From an optimization exercise on the open Yosys and OpenROAD flow, aimed at small area; shortcuts taken in it are not production practice.
In this exercise RTL edits were held to simulation tests only and were not proved equivalent to the original.
No activity file was given, so power comes from the tool's default toggle rates.

===== design/flow/config.mk =====
export PLATFORM = sky130hd
export DESIGN_NAME = multi_tick_counter
export DESIGN_NICKNAME = multi_tick_counter
export VERILOG_FILES = /design/flow/design.v
export SDC_FILE = /design/flow/constraint.sdc
export NUM_CORES = 4
export LEC_CHECK = 0
export CAP_MARGIN = 20
export CORE_MARGIN = 2
export CORE_UTILIZATION = 40
export SLEW_MARGIN = 20

===== design/flow/constraint.sdc =====
create_clock -name core_clock -period 5.0 [get_ports {clk}]
set_input_delay 1.0000 -clock core_clock [delete_from_list [all_inputs] [get_ports {clk}]]
set_output_delay 1.0000 -clock core_clock [all_outputs]
set_load 0.01 [all_outputs]

===== design/flow/design.v =====
module multi_tick_counter #(
    parameter int CLK_FREQ     = 50_000,
    parameter int NUM_CH       = 8,
    parameter int BIT_WIDTH    = 32,
    parameter int DVSR_W       = 16,
    parameter int DEFAULT_DVSR = 50_000,
    parameter int LED_CH       = 0
) (
    input  logic                        clk,
    input  logic                        rst,
    input  logic [NUM_CH-1:0]           ch_en,
    input  logic [NUM_CH-1:0]           ch_up,
    input  logic [NUM_CH-1:0]           ch_oneshot,
    input  logic [NUM_CH-1:0]           clr,
    input  logic                        cfg_wr,
    input  logic [$clog2(NUM_CH):0]     cfg_ch,
    input  logic [DVSR_W-1:0]           cfg_dvsr,
    input  logic [BIT_WIDTH-1:0]        cfg_limit,
    output logic [NUM_CH*BIT_WIDTH-1:0] count_out,
    output logic [NUM_CH-1:0]           tc_pulse,
    output logic [NUM_CH-1:0]           done,
    output logic                        heartbeat,
    output logic [3:0]                  led
);
    localparam int CH_W = $clog2(NUM_CH) + 1;
    localparam int HB_W = (CLK_FREQ > 1) ? $clog2(CLK_FREQ) : 1;
    localparam logic [DVSR_W-1:0]    DVSR_RST = DVSR_W'(DEFAULT_DVSR);
    localparam logic [DVSR_W-1:0]    Q_ONE    = DVSR_W'(1);
    localparam logic [BIT_WIDTH-1:0] CNT_ONE  = BIT_WIDTH'(1);
    localparam logic [HB_W-1:0]      HB_LAST  = HB_W'(CLK_FREQ - 1);
    localparam logic [HB_W-1:0]      HB_ONE   = HB_W'(1);
    logic [NUM_CH-1:0][DVSR_W-1:0]    q_q, q_d;
    logic [NUM_CH-1:0][DVSR_W-1:0]    dvsr_q, dvsr_d;
    logic [NUM_CH-1:0][BIT_WIDTH-1:0] count_q, count_d;
    logic [NUM_CH-1:0][BIT_WIDTH-1:0] limit_q, limit_d;
    logic [NUM_CH-1:0]                done_q, done_d;
    logic [NUM_CH-1:0]                tc_q, tc_d;
    logic [NUM_CH-1:0]                tick;
    logic [NUM_CH-1:0]                cfg_hit;
    logic [HB_W-1:0] hb_cnt_q, hb_cnt_d;
    logic            heartbeat_q, heartbeat_d;
    logic            hb_wrap;
    logic [3:0]      led_q, led_d;
    always_comb begin
        tick    = '0;
        cfg_hit = '0;
        for (int i = 0; i < NUM_CH; i++) begin
            tick[i]    = ch_en[i] && (q_q[i] == dvsr_q[i]);
            cfg_hit[i] = cfg_wr && (cfg_ch == CH_W'(i));
        end
    end
    always_comb begin
        q_d     = q_q;
        count_d = count_q;
        dvsr_d  = dvsr_q;
        limit_d = limit_q;
        done_d  = done_q;
        tc_d    = '0;
        for (int i = 0; i < NUM_CH; i++) begin
            if (ch_en[i]) begin
                q_d[i] = tick[i] ? '0 : q_q[i] + Q_ONE;
            end
            if (tick[i] && !(ch_oneshot[i] && done_q[i])) begin
                if (ch_up[i]) begin
                    if (count_q[i] < limit_q[i]) begin
                        count_d[i] = count_q[i] + CNT_ONE;
                    end else begin
                        tc_d[i] = 1'b1;
                        if (ch_oneshot[i]) begin
                            done_d[i] = 1'b1;
                        end else begin
                            count_d[i] = '0;
                        end
                    end
                end else begin
                    if (count_q[i] != '0) begin
                        count_d[i] = count_q[i] - CNT_ONE;
                    end else begin
                        tc_d[i] = 1'b1;
                        if (ch_oneshot[i]) begin
                            done_d[i] = 1'b1;
                        end else begin
                            count_d[i] = limit_q[i];
                        end
                    end
                end
            end
            if (cfg_hit[i]) begin
                dvsr_d[i]  = cfg_dvsr;
                limit_d[i] = cfg_limit;
                q_d[i]     = '0;
                done_d[i]  = 1'b0;
            end
            if (clr[i]) begin
                q_d[i]     = '0;
                done_d[i]  = 1'b0;
                tc_d[i]    = 1'b0;
                count_d[i] = ch_up[i] ? '0 : limit_d[i];
            end
        end
    end
    always_comb begin
        hb_wrap     = (hb_cnt_q == HB_LAST);
        hb_cnt_d    = hb_wrap ? '0 : hb_cnt_q + HB_ONE;
        heartbeat_d = heartbeat_q ^ hb_wrap;
        led_d       = count_q[LED_CH][BIT_WIDTH-1 -: 4];
    end
    always_ff @(posedge clk or posedge rst) begin
        if (rst) begin
            q_q         <= '0;
            count_q     <= '0;
            dvsr_q      <= {NUM_CH{DVSR_RST}};
            limit_q     <= '1;
            done_q      <= '0;
            tc_q        <= '0;
            hb_cnt_q    <= '0;
            heartbeat_q <= 1'b0;
            led_q       <= '0;
        end else begin
            q_q         <= q_d;
            count_q     <= count_d;
            dvsr_q      <= dvsr_d;
            limit_q     <= limit_d;
            done_q      <= done_d;
            tc_q        <= tc_d;
            hb_cnt_q    <= hb_cnt_d;
            heartbeat_q <= heartbeat_d;
            led_q       <= led_d;
        end
    end
    assign count_out = count_q;
    assign tc_pulse  = tc_q;
    assign done      = done_q;
    assign heartbeat = heartbeat_q;
    assign led       = led_q;
endmodule

===== design/flow/run.sh =====
#!/bin/bash
# synth_recipe.tcl (not shown) runs the flow's synth.tcl, then flattens the netlist and writes it again
# the make line also repeats each setting of config.mk as NAME=value (left out here)
make -C /OpenROAD-flow-scripts/flow DESIGN_CONFIG=/design/flow/config.mk WORK_HOME=/design/flow/orfs CLKGATE_MAP_FILE= SYNTH_SCRIPT=/design/flow/synth_recipe.tcl finish

==> impl_metrics.yaml <==
place:
  placed_area_um2: 62500
  gp_congestion: 0.937
  numPortBuffers: 363
  hpwl_um: 153000
sta:
  fmax_mhz: 252
  drv_slew: 0
  tightestPinTransition_ns: 1.24
  hold_viol_final: 0
  slew_headroom_pct: 17.1
  skew_ns: 0.0446
  rsz0062_at_grt: "false"
  period_minus_slack_ns: 3.97
  post-route-period-util_pct: 79.5
  hold_ws_ns: 0.466
  setup_viol: 0
global_routing:
  grt_pass1_wl_um: 330000
  grt_start_max_net_pins: 134
  antenna_found_initial: 37
  grt-ovfl-total: 0
  grt_pass1_vias: 52000
  track_usage_pct: 29.2
yosys:
  synth_fa_ha_area_share_pct: 6.17
  synth_compound_area_share_pct: 20.0
  synth_top_family_by_area: "simple AND/OR/NAND/NOR gates"
  yosysWarnings: 1
  synth_xor_area_share_pct: 6.87
  synth_cell_types: 100
  synth_edf_count: 0
  synthArstFlopShare_pct: 100
  synth_mux_area_share_pct: 2.52
  synth.avg_cell_area_um2: 8.17
  seq_area_frac_synth_pct: 36.0
  syn_inst: 6975
  ys_ff_latch: 805
  dominantRegCellSynth: "dfrtp_1"
  synth-simple-area-share_pct: 21.8
  syn_area_um2: 57000
  synth_nets: 7343
routing:
  wl_per_cell_um: 24.0
  avgViaCountPerCell: 6.03
  firstDrtPassIters: 6
  drtAntennaViolNets: 0
  dr.first_iter.drc_count: 6101
  num_vias: 54900
  routed_wirelength_um: 219000
  drcViolationCount: 0
die:
  die_x_um: 382
  die_area_um2: 146000
  floorplan.initialDensity_pct: 40.3
  core_area_um2: 142000
  ioPinCount: 364
  rows: 138
  die_h_um: 382
critical_path:
  worstSetupEndpointType: "flip-flop"
  crit_type: "reg2reg"
  start_kind: "flip-flop"
  critPathMaxFanout: 24
  reg2reg_slack_ns: 1.03
  reg2reg_depth: 9
  cp.arrival_ns: 4.57
  cp.required_ns: 5.59
layout:
  fin_util_pct: 46.6
  mostFrequentLayoutCells: "nand2_1, o21ai_0, nor2_1, dfrtp_1, inv_1"
  nNetsFinal: 7479
  syn2layout_area_growth_pct: 15.7
  drive_gt1_share_pct: 11.8
  final_common_cell: "nand2_1"
  n_fill_cell: 13800
  fin_area_um2: 66000
status:
  status: "complete, no violations"
clocking:
  root_buffer: "clkbuf_16"
  cts_sinks: 805
  cts-resized-gates: 0
  cts_hold_buf: 0
  cts_buffer_depth: 3
  htreeDepth: 3
  numCtsBuffers: 98
  cts_setup_buffers: 0
  clk_pin_slew_ns: 0.06
  cts_tree: "done"
  clk_latency_ns: 0.74
pwr:
  irDropWorstVdd_v: 0.000259
  power_leakage_nw: 26.4
  p_per_area_nw_per_um2: 402
worst_hold_path:
  hold_depth: 2
  hp-class: "reg2reg"
flow_run:
  drv_cap: 0
-- sequential cells by signal, summed over array words and instances (netlist names) --
signal	count
led_q	4
dvsr_q	128
done_q	8
hb_cnt_q	16
heartbeat_q	1
limit_q	256
q_q	128
tc_q	8
count_q	256
-- worst max-delay path, cell delays in order, from the launching register on --
cell	delay (ns)
dfrtp_1	0.51
nor4_1	0.54
nand2_1	0.52
or4_1	1.08
buf_4	0.41
nor2_1	0.13
a211oi_1	0.06
a21oi_1	0.21
o22ai_1	0.11
a22o_1	0.26
-- metal layers --
metal	up-vias	routed length [um]	share of wire [%]	track usage (%)
li1	25200	-	-	-
met1	26500	92800	42	40.1
met2	2656	95100	43	44.1
met3	513	20100	9.2	5.62
met4	22	10700	4.9	13.9
met5	-	149	0.068	0
-- power breakdown --
part	leakage (nW)	switching, mW	internal, mW
Sequential	9.70	2.01	8.12
Clock	1.70	3.17	4.54
Combinational	15.0	4.89	3.78
Total	26.4	10.1	16.4
-- through the flow --
stage	setup WS (ns)	TNS (ns)	std cells	power, mW
after CTS	1.13	0	9087	26.5
after detailed placement	0.804	0	8901	18.7
final	1.03	0	9106	26.5
after global placement	0.904	0	8901	18.6
after floorplan	-6.80	-4541.10	6975	15.3
after global routing	0.820	0	9095	28.1
-- cells in the mapped netlist (78+ instances only) --
cell	n	share of area, %
nand2_1	874	5.8
o21ai_0	573	5.0
nor2_1	542	3.6
dfrtp_1	501	22
inv_1	433	2.9
a21oi_1	400	3.5
clkbuf_1	367	2.4
dfstp_2	304	14
ha_1	281	6.2
xnor2_1	255	3.9
nor3_1	228	2.0
nand3_1	214	1.9
xor2_1	192	2.9
nand4_1	143	1.6
nor4_1	124	1.4
a211oi_1	123	1.6
mux2_2	107	2.1
or3_1	86	0.94
o22ai_1	78	0.86
-- cell type report --
class | count | area [um^2] | area share (%)
Clock buffer | 141 | 2840 | 4.31
Clock inverter | 45 | 593 | 0.899
Antenna cell | 19 | 47.5 | 0.0721
Sequential cell | 805 | 20500 | 31.1
Multi-Input combinational cell | 5229 | 32900 | 49.9
Timing Repair Buffer | 540 | 5070 | 7.68
Tap cell | 1890 | 2360 | 3.58
Inverter | 437 | 1640 | 2.49
-- path summary, 6_finish.rpt --
check,start,to
worst max-delay path,count_q[172],count_q[169]
worst min-delay path,dvsr_q[70],dvsr_q[70]
worst max register to register,count_q[172],count_q[169]
worst min register to register,dvsr_q[70],dvsr_q[70]
max in group asynchronous,rst,hb_cnt_q[14]
min in group asynchronous,rst,count_q[201]
-- cell families after synthesis --
| group | after synthesis |
|---|---|
| AO/OA/AOI/OAI | 1812 |
| XOR/XNOR | 447 |
| adder cells (fa/ha/maj) | 281 |
| buffers and inverters | 941 |
| flip-flops | 805 |
| multiplexers | 130 |
| AND/OR/NAND/NOR | 2559 |

==> port drivers added, routing unchanged <==
How much do the figures lean on ideal ports? The routed layout below was timed once more, with nothing changed but the port constraints.
Step 1: set_driving_cell puts a clkbuf_16 on clk and a buf_2 on each other input, an assumption about the parent block.
Step 2 times the ports against the registers' clock, not the clock port: input delays grow and output delays shrink by t, the midpoint of the rising clock arrivals with the driver on.
Three values: ideal, step 1, step 2; two values: the first two.
t, ns: 0.790
setup slack, ns: 1.026 / 1.026 / 0.621
pins driven straight from the clock port: 1
After both steps setup and hold are still met in this run. The setup slack of this run moves by 0.000 ns with the drivers and by -0.405 ns with both steps.
